Context: an optimization exercise on an open-source flow, tuned for small area. The choices shown serve that exercise and are no tape-out recipe.
At most, simulation tests tie the RTL to the original design; equivalence was not proved.
Power figures rest on the tool's default switching activity, not on a simulated workload.

==> run P <==
==> flow/design.v <==
`timescale 1ns/1ps
package bp_pkg;
	typedef logic [5:0] alu_op_t;
	localparam alu_op_t OP_BEQ = 6'b001011;
	localparam alu_op_t OP_BLT = 6'b001100;
	localparam alu_op_t OP_BGE = 6'b001101;
	localparam int PC_W = 32;
	typedef logic [PC_W-1:0] pc_t;
	localparam int MAX_IDX_W = 8;
	localparam int TAG_W = 4;
	localparam int MAX_HIST = 32;
	typedef logic [1:0] ctr2_t;
	localparam ctr2_t BASE_INIT = 2'd2;
	typedef logic [2:0] ctr3_t;
	localparam ctr3_t CTR3_TAKEN_MIN = 3'd4;
	localparam ctr3_t ALLOC_TAKEN = 3'd4;
	localparam ctr3_t ALLOC_NOT_TAKEN = 3'd3;
	typedef enum logic [1:0] {
		PROV_BASE = 2'd0,
		PROV_T1 = 2'd1,
		PROV_T2 = 2'd2
	} provider_e;
	typedef struct packed {
		logic valid;
		logic [TAG_W-1:0] tag;
		ctr3_t ctr;
	} tage_entry_t;
	typedef struct packed {
		logic hit;
		ctr3_t ctr;
	} tag_lookup_t;
	typedef struct packed {
		logic valid;
		logic [MAX_IDX_W-1:0] base_idx;
		logic [MAX_IDX_W-1:0] t1_idx;
		logic [TAG_W-1:0] t1_tag;
		logic [MAX_IDX_W-1:0] t2_idx;
		logic [TAG_W-1:0] t2_tag;
		provider_e provider;
		logic pred_taken;
		ctr3_t prov_ctr;
	} branch_rec_t;
	function automatic ctr2_t ctr2_next(input ctr2_t c, input logic up);
		if (up && (c != 2'd3))
			ctr2_next = c + 2'd1;
		else if (!up && (c != 2'd0))
			ctr2_next = c - 2'd1;
		else
			ctr2_next = c;
	endfunction
	function automatic ctr3_t ctr3_next(input ctr3_t c, input logic up);
		if (up && (c != 3'd7))
			ctr3_next = c + 3'd1;
		else if (!up && (c != 3'd0))
			ctr3_next = c - 3'd1;
		else
			ctr3_next = c;
	endfunction
	function automatic logic [MAX_IDX_W-1:0] fold_hist(input logic [MAX_HIST-1:0] hist,
			input int len, input int width);
		logic [MAX_IDX_W-1:0] res;
		res = '0;
		for (int i = 0; i < MAX_HIST; i++) begin
			if (i < len)
				res[i % width] = res[i % width] ^ hist[i];
		end
		fold_hist = res;
	endfunction
endpackage
`timescale 1ns/1ps
module bp_fold (
	input logic [15:0] i_hist,
	output logic [4:0] o_f1_idx,
	output logic [3:0] o_f1_tag,
	output logic [4:0] o_f2_idx,
	output logic [3:0] o_f2_tag
);
	assign o_f1_idx = bp_pkg::fold_hist(32'(i_hist[7:0]), 8, 5);
	assign o_f1_tag = bp_pkg::fold_hist(32'(i_hist[7:0]), 8, 4);
	assign o_f2_idx = bp_pkg::fold_hist(32'(i_hist), 16, 5);
	assign o_f2_tag = bp_pkg::fold_hist(32'(i_hist), 16, 4);
endmodule
`timescale 1ns/1ps
`timescale 1ns/1ps
module bp_dec5 (
	input logic [4:0] i_a,
	input logic [4:0] i_b,
	output logic [31:0] o_y
);
	logic [4:0] idx;
	assign idx = i_a ^ i_b;
	always_comb begin
		for (int i = 0; i < 32; i++)
			o_y[i] = (idx == 5'(i));
	end
endmodule
module bp_aor32 (
	input logic [31:0] i_sel,
	input logic [255:0] i_d,
	output logic [7:0] o_y
);
	logic [7:0] part [4];
	for (genvar k = 0; k < 4; k++) begin : g_part
		bp_aor8 u_part (.i_sel(i_sel[8*k +: 8]), .i_d(i_d[64*k +: 64]), .o_y(part[k]));
	end
	for (genvar b = 0; b < 8; b++) begin : g_bit
		logic [1:0] l3;
		bp_nor2 u_nor0 (.i_a(part[0][b]), .i_b(part[1][b]), .o_y(l3[0]));
		bp_nor2 u_nor1 (.i_a(part[2][b]), .i_b(part[3][b]), .o_y(l3[1]));
		bp_nand2 u_out (.i_a(l3[0]), .i_b(l3[1]), .o_y(o_y[b]));
	end
endmodule
module bp_aor8 (
	input logic [7:0] i_sel,
	input logic [63:0] i_d,
	output logic [7:0] o_y
);
	always_comb begin
		o_y = '0;
		for (int i = 0; i < 8; i++)
			o_y = o_y | ({8{i_sel[i]}} & i_d[i*8 +: 8]);
	end
endmodule
module bp_aoi22 (
	input logic i_a,
	input logic i_b,
	input logic i_c,
	input logic i_d,
	output logic o_y
);
	assign o_y = ~((i_a & i_b) | (i_c & i_d));
endmodule
module bp_nand4 (
	input logic i_a,
	input logic i_b,
	input logic i_c,
	input logic i_d,
	output logic o_y
);
	assign o_y = ~(i_a & i_b & i_c & i_d);
endmodule
module bp_nor2 (
	input logic i_a,
	input logic i_b,
	output logic o_y
);
	assign o_y = ~(i_a | i_b);
endmodule
module bp_nand2 (
	input logic i_a,
	input logic i_b,
	output logic o_y
);
	assign o_y = ~(i_a & i_b);
endmodule
`timescale 1ns/1ps
module bp_hit (
	input logic i_v,
	input logic [3:0] i_tag,
	input logic [3:0] i_ctag,
	output logic o_hit
);
	assign o_hit = i_v && (i_tag == i_ctag);
endmodule
module bp_dir (
	input logic i_t1_hit,
	input logic i_t2_hit,
	input logic i_t1_dir,
	input logic i_t2_dir,
	input logic i_base_dir,
	input logic i_is_branch,
	output logic o_pred
);
	logic lo;
	assign lo = i_t1_hit ? i_t1_dir : i_base_dir;
	assign o_pred = i_is_branch && (i_t2_hit ? i_t2_dir : lo);
endmodule
`timescale 1ns/1ps
module bp_wdec5 (
	input logic i_en,
	input logic [4:0] i_a,
	output logic [31:0] o_y
);
	always_comb begin
		for (int i = 0; i < 32; i++)
			o_y[i] = i_en && (i_a == 5'(i));
	end
endmodule
module bp_wdec6 (
	input logic i_en,
	input logic [5:0] i_a,
	output logic [63:0] o_y
);
	always_comb begin
		for (int i = 0; i < 64; i++)
			o_y[i] = i_en && (i_a == 6'(i));
	end
endmodule
`timescale 1ns/1ps
module bp_top (
	input logic clk,
	input logic rst_n,
	input bp_pkg::alu_op_t i_alu_op,
	input bp_pkg::pc_t i_pc,
	input bp_pkg::pc_t i_imm,
	input logic i_resolve,
	input logic i_taken,
	output logic o_pred_taken,
	output bp_pkg::pc_t o_next_pc
);
	logic [15:0] hist_q;
	logic [1:0] base_q [64];
	logic [31:0] t1_v_q;
	logic [3:0] t1_tag_q [32];
	logic [2:0] t1_ctr_q [32];
	logic [31:0] t2_v_q;
	logic [3:0] t2_tag_q [32];
	logic [2:0] t2_ctr_q [32];
	logic rec_v_q;
	logic [5:0] rec_base_idx_q;
	logic [4:0] rec_t1_idx_q;
	logic [3:0] rec_t1_tag_q;
	logic [4:0] rec_t2_idx_q;
	logic [3:0] rec_t2_tag_q;
	logic rec_p1_q;    
	logic rec_p2_q;    
	logic [2:0] rec_ctr_q;
	logic [4:0] f1_idx, f2_idx;
	logic [3:0] f1_tag, f2_tag;
	bp_fold u_fold (
		.i_hist(hist_q),
		.o_f1_idx(f1_idx),
		.o_f1_tag(f1_tag),
		.o_f2_idx(f2_idx),
		.o_f2_tag(f2_tag)
	);
	logic [5:0] base_idx;
	logic [4:0] t1_idx, t2_idx;
	logic [3:0] t1_tag, t2_tag;
	assign base_idx = i_pc[7:2];
	assign t1_idx = i_pc[6:2] ^ f1_idx;
	assign t2_idx = i_pc[6:2] ^ f2_idx;
	assign t1_tag = i_pc[10:7] ^ f1_tag;
	assign t2_tag = i_pc[10:7] ^ f2_tag;
	logic [1:0] base_rd;
	logic [2:0] t1_ctr, t2_ctr;
	logic t1_hit, t2_hit;
	logic [31:0] t1_sel, t2_sel;
	logic [255:0] t1_flat, t2_flat;
	logic [7:0] t1_ent, t2_ent;
	always_comb begin
		for (int i = 0; i < 32; i++) begin
			t1_flat[i*8 +: 8] = {t1_v_q[i], t1_tag_q[i], t1_ctr_q[i]};
			t2_flat[i*8 +: 8] = {t2_v_q[i], t2_tag_q[i], t2_ctr_q[i]};
		end
	end
	bp_dec5 u_t1_dec (.i_a(i_pc[6:2]), .i_b(f1_idx), .o_y(t1_sel));
	bp_dec5 u_t2_dec (.i_a(i_pc[6:2]), .i_b(f2_idx), .o_y(t2_sel));
	bp_aor32 u_t1_rd (.i_sel(t1_sel), .i_d(t1_flat), .o_y(t1_ent));
	bp_aor32 u_t2_rd (.i_sel(t2_sel), .i_d(t2_flat), .o_y(t2_ent));
	assign base_rd = base_q[base_idx];
	assign t1_ctr = t1_ent[2:0];
	assign t2_ctr = t2_ent[2:0];
	bp_hit u_t1_hit (.i_v(t1_ent[7]), .i_tag(t1_ent[6:3]), .i_ctag(t1_tag), .o_hit(t1_hit));
	bp_hit u_t2_hit (.i_v(t2_ent[7]), .i_tag(t2_ent[6:3]), .i_ctag(t2_tag), .o_hit(t2_hit));
	logic is_branch;
	logic [2:0] prov_ctr;
	assign is_branch = (i_alu_op == bp_pkg::OP_BEQ) || (i_alu_op == bp_pkg::OP_BLT) ||
		(i_alu_op == bp_pkg::OP_BGE);
	always_comb begin
		if (t2_hit)
			prov_ctr = t2_ctr;
		else if (t1_hit)
			prov_ctr = t1_ctr;
		else
			prov_ctr = {1'b0, ~base_rd[1], base_rd[0]};
	end
	bp_dir u_dir (
		.i_t1_hit(t1_hit),
		.i_t2_hit(t2_hit),
		.i_t1_dir(t1_ctr[2]),
		.i_t2_dir(t2_ctr[2]),
		.i_base_dir(~base_rd[1]),
		.i_is_branch(is_branch),
		.o_pred(o_pred_taken)
	);
	assign o_next_pc = o_pred_taken ? (i_pc + i_imm) : i_pc;
	logic upd, rec_dir, mispred;
	logic base_we, t1_we, t2_we;
	logic [1:0] base_wd;
	logic [2:0] t1_wd, t2_wd;
	logic [2:0] alloc_ctr;
	logic [2:0] step3;
	logic [1:0] step2;
	assign upd = i_resolve && rec_v_q;
	assign rec_dir = (rec_p1_q || rec_p2_q) ? rec_ctr_q[2] : rec_ctr_q[1];
	assign mispred = rec_dir != i_taken;
	assign alloc_ctr = i_taken ? 3'd4 : 3'd3;
	assign step3 = bp_pkg::ctr3_next(rec_ctr_q, i_taken);
	assign step2 = bp_pkg::ctr2_next(rec_ctr_q[1:0], i_taken);
	assign base_we = upd && !rec_p1_q && !rec_p2_q;
	assign t1_we = upd && (rec_p1_q || (!rec_p2_q && mispred));
	assign t2_we = upd && (rec_p2_q || (rec_p1_q && mispred));
	assign base_wd = {~step2[1], step2[0]};
	assign t1_wd = rec_p1_q ? step3 : alloc_ctr;
	assign t2_wd = rec_p2_q ? step3 : alloc_ctr;
	logic [63:0] base_en;
	logic [31:0] t1_en, t2_en;
	bp_wdec6 u_base_wdec (.i_en(base_we), .i_a(rec_base_idx_q), .o_y(base_en));
	bp_wdec5 u_t1_wdec (.i_en(t1_we), .i_a(rec_t1_idx_q), .o_y(t1_en));
	bp_wdec5 u_t2_wdec (.i_en(t2_we), .i_a(rec_t2_idx_q), .o_y(t2_en));
	always_ff @(posedge clk or negedge rst_n) begin
		if (!rst_n) begin
			for (int i = 0; i < 64; i++)
				base_q[i] <= 2'd0;
		end else begin
			for (int i = 0; i < 64; i++)
				if (base_en[i])
					base_q[i] <= base_wd;
		end
	end
	always_ff @(posedge clk or negedge rst_n) begin
		if (!rst_n) begin
			t1_v_q <= '0;
			t2_v_q <= '0;
		end else begin
			t1_v_q <= t1_v_q | t1_en;
			t2_v_q <= t2_v_q | t2_en;
		end
	end
	always_ff @(posedge clk) begin
		for (int i = 0; i < 32; i++) begin
			if (t1_en[i]) begin
				t1_tag_q[i] <= rec_t1_tag_q;
				t1_ctr_q[i] <= t1_wd;
			end
			if (t2_en[i]) begin
				t2_tag_q[i] <= rec_t2_tag_q;
				t2_ctr_q[i] <= t2_wd;
			end
		end
	end
	always_ff @(posedge clk or negedge rst_n) begin
		if (!rst_n)
			hist_q <= '0;
		else if (i_resolve)
			hist_q <= {hist_q[14:0], i_taken};
	end
	always_ff @(posedge clk or negedge rst_n) begin
		if (!rst_n)
			rec_v_q <= 1'b0;
		else if (is_branch)
			rec_v_q <= 1'b1;
		else if (i_resolve)
			rec_v_q <= 1'b0;
	end
	always_ff @(posedge clk) begin
		if (is_branch) begin
			rec_base_idx_q <= base_idx;
			rec_t1_idx_q <= t1_idx;
			rec_t1_tag_q <= t1_tag;
			rec_t2_idx_q <= t2_idx;
			rec_t2_tag_q <= t2_tag;
			rec_p1_q <= t1_hit && !t2_hit;
			rec_p2_q <= t2_hit;
			rec_ctr_q <= prov_ctr;
		end
	end
endmodule
==> flow/flow/run.sh <==
#!/bin/bash
# Standard ORFS layout with three changes: yosys/abc buffers are removed at floorplan
# (repair_design re-buffers what needs it), ports get the smallest buffer cell, and
# CTS adds no dummy loads. Each tool's output stays in orfs/logs; make's own output
# goes to standard.log.
set -euo pipefail
export REMOVE_ABC_BUFFERS=1
export BUFFER_PORTS_ARGS="-buffer_cell sky130_fd_sc_hd__buf_1"
export CTS_ARGS="-sink_clustering_enable -repair_clock_nets -sink_clustering_size 30 -sink_clustering_max_diameter 80 -buf_list sky130_fd_sc_hd__clkbuf_16 -dont_use_dummy_load"
bash standard.sh > standard.log 2>&1
==> flow/standard.sh <==
#!/bin/bash
# synth_recipe.tcl (not shown) runs the flow's synth.tcl, then flattens the netlist and writes it again
# the make line also repeats each setting of config.mk as NAME=value (left out here)
make -C /OpenROAD-flow-scripts/flow DESIGN_CONFIG=/design/flow/config.mk WORK_HOME=/design/flow/orfs CLKGATE_MAP_FILE= SYNTH_SCRIPT=/design/flow/synth_recipe.tcl "${@:-finish}"
==> flow/config.mk <==
export PLATFORM = sky130hd
export DESIGN_NAME = bp_top
export DESIGN_NICKNAME = bp_top
export VERILOG_FILES = /design/flow/design.v
export SDC_FILE = /design/flow/constraint.sdc
export NUM_CORES = 4
export LEC_CHECK = 0
export CAP_MARGIN = 0
export CORE_MARGIN = 2
export CORE_UTILIZATION = 60
export CTS_BUF_LIST = sky130_fd_sc_hd__clkbuf_16
export CTS_CLUSTER_DIAMETER = 80
export CTS_CLUSTER_SIZE = 30
export GPL_TIMING_DRIVEN = 0
export SETUP_SLACK_MARGIN = 0.05
export SLEW_MARGIN = 0
export SYNTH_HIERARCHICAL = 1
==> flow/constraint.sdc <==
create_clock -name core_clock -period 7.0 [get_ports {clk}]
set_input_delay 1.4000 -clock core_clock [delete_from_list [all_inputs] [get_ports {clk}]]
set_output_delay 1.4000 -clock core_clock [all_outputs]
set_load 0.01 [all_outputs]
==> run R: changes against run P <==
==> flow/design.v, changed modules only <==
module bp_dec6 (
	input logic [5:0] i_a,
	output logic [63:0] o_y
);
	always_comb begin
		for (int i = 0; i < 64; i++)
			o_y[i] = (i_a == 6'(i));
	end
endmodule
module bp_aor64 (
	input logic [63:0] i_sel,
	input logic [127:0] i_d,
	output logic [1:0] o_y
);
	logic [1:0] part [8];
	for (genvar k = 0; k < 8; k++) begin : g_part
		bp_aor8w2 u_part (.i_sel(i_sel[8*k +: 8]), .i_d(i_d[16*k +: 16]), .o_y(part[k]));
	end
	for (genvar b = 0; b < 2; b++) begin : g_bit
		logic [1:0] l3;
		bp_nor4 u_nor0 (.i_a(part[0][b]), .i_b(part[1][b]), .i_c(part[2][b]), .i_d(part[3][b]),
			.o_y(l3[0]));
		bp_nor4 u_nor1 (.i_a(part[4][b]), .i_b(part[5][b]), .i_c(part[6][b]), .i_d(part[7][b]),
			.o_y(l3[1]));
		bp_nand2 u_out (.i_a(l3[0]), .i_b(l3[1]), .o_y(o_y[b]));
	end
endmodule
module bp_aor8w2 (
	input logic [7:0] i_sel,
	input logic [15:0] i_d,
	output logic [1:0] o_y
);
	always_comb begin
		o_y = '0;
		for (int i = 0; i < 8; i++)
			o_y = o_y | ({2{i_sel[i]}} & i_d[i*2 +: 2]);
	end
endmodule
module bp_nor4 (
	input logic i_a,
	input logic i_b,
	input logic i_c,
	input logic i_d,
	output logic o_y
);
	assign o_y = ~(i_a | i_b | i_c | i_d);
endmodule
module bp_top (
	input logic clk,
	input logic rst_n,
	input bp_pkg::alu_op_t i_alu_op,
	input bp_pkg::pc_t i_pc,
	input bp_pkg::pc_t i_imm,
	input logic i_resolve,
	input logic i_taken,
	output logic o_pred_taken,
	output bp_pkg::pc_t o_next_pc
);
	logic [15:0] hist_q;
	logic [1:0] base_q [64];
	logic [31:0] t1_v_q;
	logic [3:0] t1_tag_q [32];
	logic [2:0] t1_ctr_q [32];
	logic [31:0] t2_v_q;
	logic [3:0] t2_tag_q [32];
	logic [2:0] t2_ctr_q [32];
	logic rec_v_q;
	logic [5:0] rec_base_idx_q;
	logic [4:0] rec_t1_idx_q;
	logic [3:0] rec_t1_tag_q;
	logic [4:0] rec_t2_idx_q;
	logic [3:0] rec_t2_tag_q;
	logic rec_p1_q;    
	logic rec_p2_q;    
	logic [2:0] rec_ctr_q;
	logic [4:0] f1_idx, f2_idx;
	logic [3:0] f1_tag, f2_tag;
	bp_fold u_fold (
		.i_hist(hist_q),
		.o_f1_idx(f1_idx),
		.o_f1_tag(f1_tag),
		.o_f2_idx(f2_idx),
		.o_f2_tag(f2_tag)
	);
	logic [5:0] base_idx;
	logic [4:0] t1_idx, t2_idx;
	logic [3:0] t1_tag, t2_tag;
	assign base_idx = i_pc[7:2];
	assign t1_idx = i_pc[6:2] ^ f1_idx;
	assign t2_idx = i_pc[6:2] ^ f2_idx;
	assign t1_tag = i_pc[10:7] ^ f1_tag;
	assign t2_tag = i_pc[10:7] ^ f2_tag;
	logic [1:0] base_rd;
	logic [2:0] t1_ctr, t2_ctr;
	logic t1_hit, t2_hit;
	logic [31:0] t1_sel, t2_sel;
	logic [255:0] t1_flat, t2_flat;
	logic [7:0] t1_ent, t2_ent;
	always_comb begin
		for (int i = 0; i < 32; i++) begin
			t1_flat[i*8 +: 8] = {t1_v_q[i], t1_tag_q[i], t1_ctr_q[i]};
			t2_flat[i*8 +: 8] = {t2_v_q[i], t2_tag_q[i], t2_ctr_q[i]};
		end
	end
	bp_dec5 u_t1_dec (.i_a(i_pc[6:2]), .i_b(f1_idx), .o_y(t1_sel));
	bp_dec5 u_t2_dec (.i_a(i_pc[6:2]), .i_b(f2_idx), .o_y(t2_sel));
	bp_aor32 u_t1_rd (.i_sel(t1_sel), .i_d(t1_flat), .o_y(t1_ent));
	bp_aor32 u_t2_rd (.i_sel(t2_sel), .i_d(t2_flat), .o_y(t2_ent));
	logic [63:0] base_sel;
	logic [127:0] base_flat;
	always_comb begin
		for (int i = 0; i < 64; i++)
			base_flat[i*2 +: 2] = base_q[i];
	end
	bp_dec6 u_base_dec (.i_a(base_idx), .o_y(base_sel));
	bp_aor64 u_base_rd (.i_sel(base_sel), .i_d(base_flat), .o_y(base_rd));
	assign t1_ctr = t1_ent[2:0];
	assign t2_ctr = t2_ent[2:0];
	assign t1_hit = t1_ent[7] && (t1_ent[6:3] == t1_tag);
	assign t2_hit = t2_ent[7] && (t2_ent[6:3] == t2_tag);
	logic is_branch;
	logic prov_dir;
	logic [2:0] prov_ctr;
	assign is_branch = (i_alu_op == bp_pkg::OP_BEQ) || (i_alu_op == bp_pkg::OP_BLT) ||
		(i_alu_op == bp_pkg::OP_BGE);
	always_comb begin
		if (t2_hit)
			prov_ctr = t2_ctr;
		else if (t1_hit)
			prov_ctr = t1_ctr;
		else
			prov_ctr = {1'b0, ~base_rd[1], base_rd[0]};
	end
	assign prov_dir = (t2_hit || t1_hit) ? prov_ctr[2] : prov_ctr[1];
	assign o_pred_taken = is_branch && prov_dir;
	assign o_next_pc = o_pred_taken ? (i_pc + i_imm) : i_pc;
	logic upd, rec_dir, mispred;
	logic base_we, t1_we, t2_we;
	logic [1:0] base_wd;
	logic [2:0] t1_wd, t2_wd;
	logic [2:0] alloc_ctr;
	logic [2:0] step3;
	logic [1:0] step2;
	assign upd = i_resolve && rec_v_q;
	assign rec_dir = (rec_p1_q || rec_p2_q) ? rec_ctr_q[2] : rec_ctr_q[1];
	assign mispred = rec_dir != i_taken;
	assign alloc_ctr = i_taken ? 3'd4 : 3'd3;
	assign step3 = bp_pkg::ctr3_next(rec_ctr_q, i_taken);
	assign step2 = bp_pkg::ctr2_next(rec_ctr_q[1:0], i_taken);
	assign base_we = upd && !rec_p1_q && !rec_p2_q;
	assign t1_we = upd && (rec_p1_q || (!rec_p2_q && mispred));
	assign t2_we = upd && (rec_p2_q || (rec_p1_q && mispred));
	assign base_wd = {~step2[1], step2[0]};
	assign t1_wd = rec_p1_q ? step3 : alloc_ctr;
	assign t2_wd = rec_p2_q ? step3 : alloc_ctr;
	always_ff @(posedge clk or negedge rst_n) begin
		if (!rst_n) begin
			for (int i = 0; i < 64; i++)
				base_q[i] <= 2'd0;
		end else if (base_we) begin
			base_q[rec_base_idx_q] <= base_wd;
		end
	end
	always_ff @(posedge clk or negedge rst_n) begin
		if (!rst_n) begin
			t1_v_q <= '0;
			t2_v_q <= '0;
		end else begin
			for (int i = 0; i < 32; i++) begin
				if (t1_we && (rec_t1_idx_q == 5'(i)))
					t1_v_q[i] <= 1'b1;
				if (t2_we && (rec_t2_idx_q == 5'(i)))
					t2_v_q[i] <= 1'b1;
			end
		end
	end
	always_ff @(posedge clk) begin
		if (t1_we) begin
			t1_tag_q[rec_t1_idx_q] <= rec_t1_tag_q;
			t1_ctr_q[rec_t1_idx_q] <= t1_wd;
		end
		if (t2_we) begin
			t2_tag_q[rec_t2_idx_q] <= rec_t2_tag_q;
			t2_ctr_q[rec_t2_idx_q] <= t2_wd;
		end
	end
	always_ff @(posedge clk or negedge rst_n) begin
		if (!rst_n)
			hist_q <= '0;
		else if (i_resolve)
			hist_q <= {hist_q[14:0], i_taken};
	end
	always_ff @(posedge clk or negedge rst_n) begin
		if (!rst_n)
			rec_v_q <= 1'b0;
		else if (is_branch)
			rec_v_q <= 1'b1;
		else if (i_resolve)
			rec_v_q <= 1'b0;
	end
	always_ff @(posedge clk) begin
		if (is_branch) begin
			rec_base_idx_q <= base_idx;
			rec_t1_idx_q <= t1_idx;
			rec_t1_tag_q <= t1_tag;
			rec_t2_idx_q <= t2_idx;
			rec_t2_tag_q <= t2_tag;
			rec_p1_q <= t1_hit && !t2_hit;
			rec_p2_q <= t2_hit;
			rec_ctr_q <= prov_ctr;
		end
	end
endmodule
// module bp_hit removed
// module bp_dir removed
// module bp_wdec5 removed
// module bp_wdec6 removed
--- a/flow/flow/run.sh
+++ b/flow/flow/run.sh
@@ -7,2 +7,4 @@
 export REMOVE_ABC_BUFFERS=1
+export RECOVER_POWER=100
+export POST_GLOBAL_ROUTE_TCL="$PWD/flow/post_grt.tcl"
 export BUFFER_PORTS_ARGS="-buffer_cell sky130_fd_sc_hd__buf_1"
==> flow/flow/post_grt.tcl (new file) <==
# After power recovery has downsized gates with slack, fix any slew or load
# that the downsizing pushed over the limits, then setup timing again.
global_route -start_incremental
repair_design -slew_margin 5 -cap_margin 5 -match_cell_footprint -verbose
detailed_placement
global_route -end_incremental
estimate_parasitics -global_routing
global_route -start_incremental
repair_timing -setup -setup_margin 0.05 -match_cell_footprint -verbose
detailed_placement
global_route -end_incremental
estimate_parasitics -global_routing
--- a/flow/config.mk
+++ b/flow/config.mk
@@ -7,3 +7,3 @@
 export LEC_CHECK = 0
-export CAP_MARGIN = 0
+export CAP_MARGIN = 5
 export CORE_MARGIN = 2
@@ -15,3 +15,3 @@
 export SETUP_SLACK_MARGIN = 0.05
-export SLEW_MARGIN = 0
+export SLEW_MARGIN = 5
 export SYNTH_HIERARCHICAL = 1
==> qor summary <==
|  | run P | run R |
|---|---|---|
| Share of cell area taken by muxes after synthesis | 0.01932 | 0.009495 |
| Transition time of the tightest slew-check pin | 1.232 ns | 1.371 ns |
| Switching share of power | 0.3638 | 0.3591 |
| Number of distinct library cell variants in the gate-level netlist after synthesis | 97 | 64 |
| Synthesized cell area | 30310 µm² | 29910 µm² |
| Power drawn by the combinational cells | 4.04 mW | 3.16 mW |
| Setup crit end | o_next_pc[31] | o_next_pc[28] |
| Instance count on the critical path | 20 | 18 |
| HPWL after detailed placement | 50.49 mm | 49.00 mm |
| Outcome | complete, no violations | complete, no violations |
| Core utilization of the finished layout | 0.6747 | 0.6557 |
| Largest fanout on the critical path | 12 | 41 |
| Multi-input combinational gate total | 1518 | 1561 |
| Highest attainable clock frequency | 145.9 MHz | 145.8 MHz |
The RTL of run P was laid out without a check of its function.

[static timing again, ports no longer ideal]
The results above use ideal ports. As a check the final layouts listed here were re-extracted and re-timed, cells and wires unchanged.
Step 1 assumes that a clkbuf_16 drives the clock port and a buf_2 every other input.
Step 2, shift: input delay + t, output delay - t, t = (earliest + latest rising clock arrival at the registers) / 2. This alone moves slack from input paths to output paths.
a / b / c = no drivers / after step 1 / after step 2; a / b = the first two.
run | t, ns | setup slack, ns | worst slew at a driven data input, ns
run P | 0.671 | 0.148 / 0.127 / 0.127 | 0.10
run R | 0.619 | 0.142 / 0.096 / 0.096 | 0.09
After both steps setup and hold are still met in every run listed. The setup slack of run R, which loses most, moves by -0.046 ns with the drivers and by -0.046 ns with both steps.
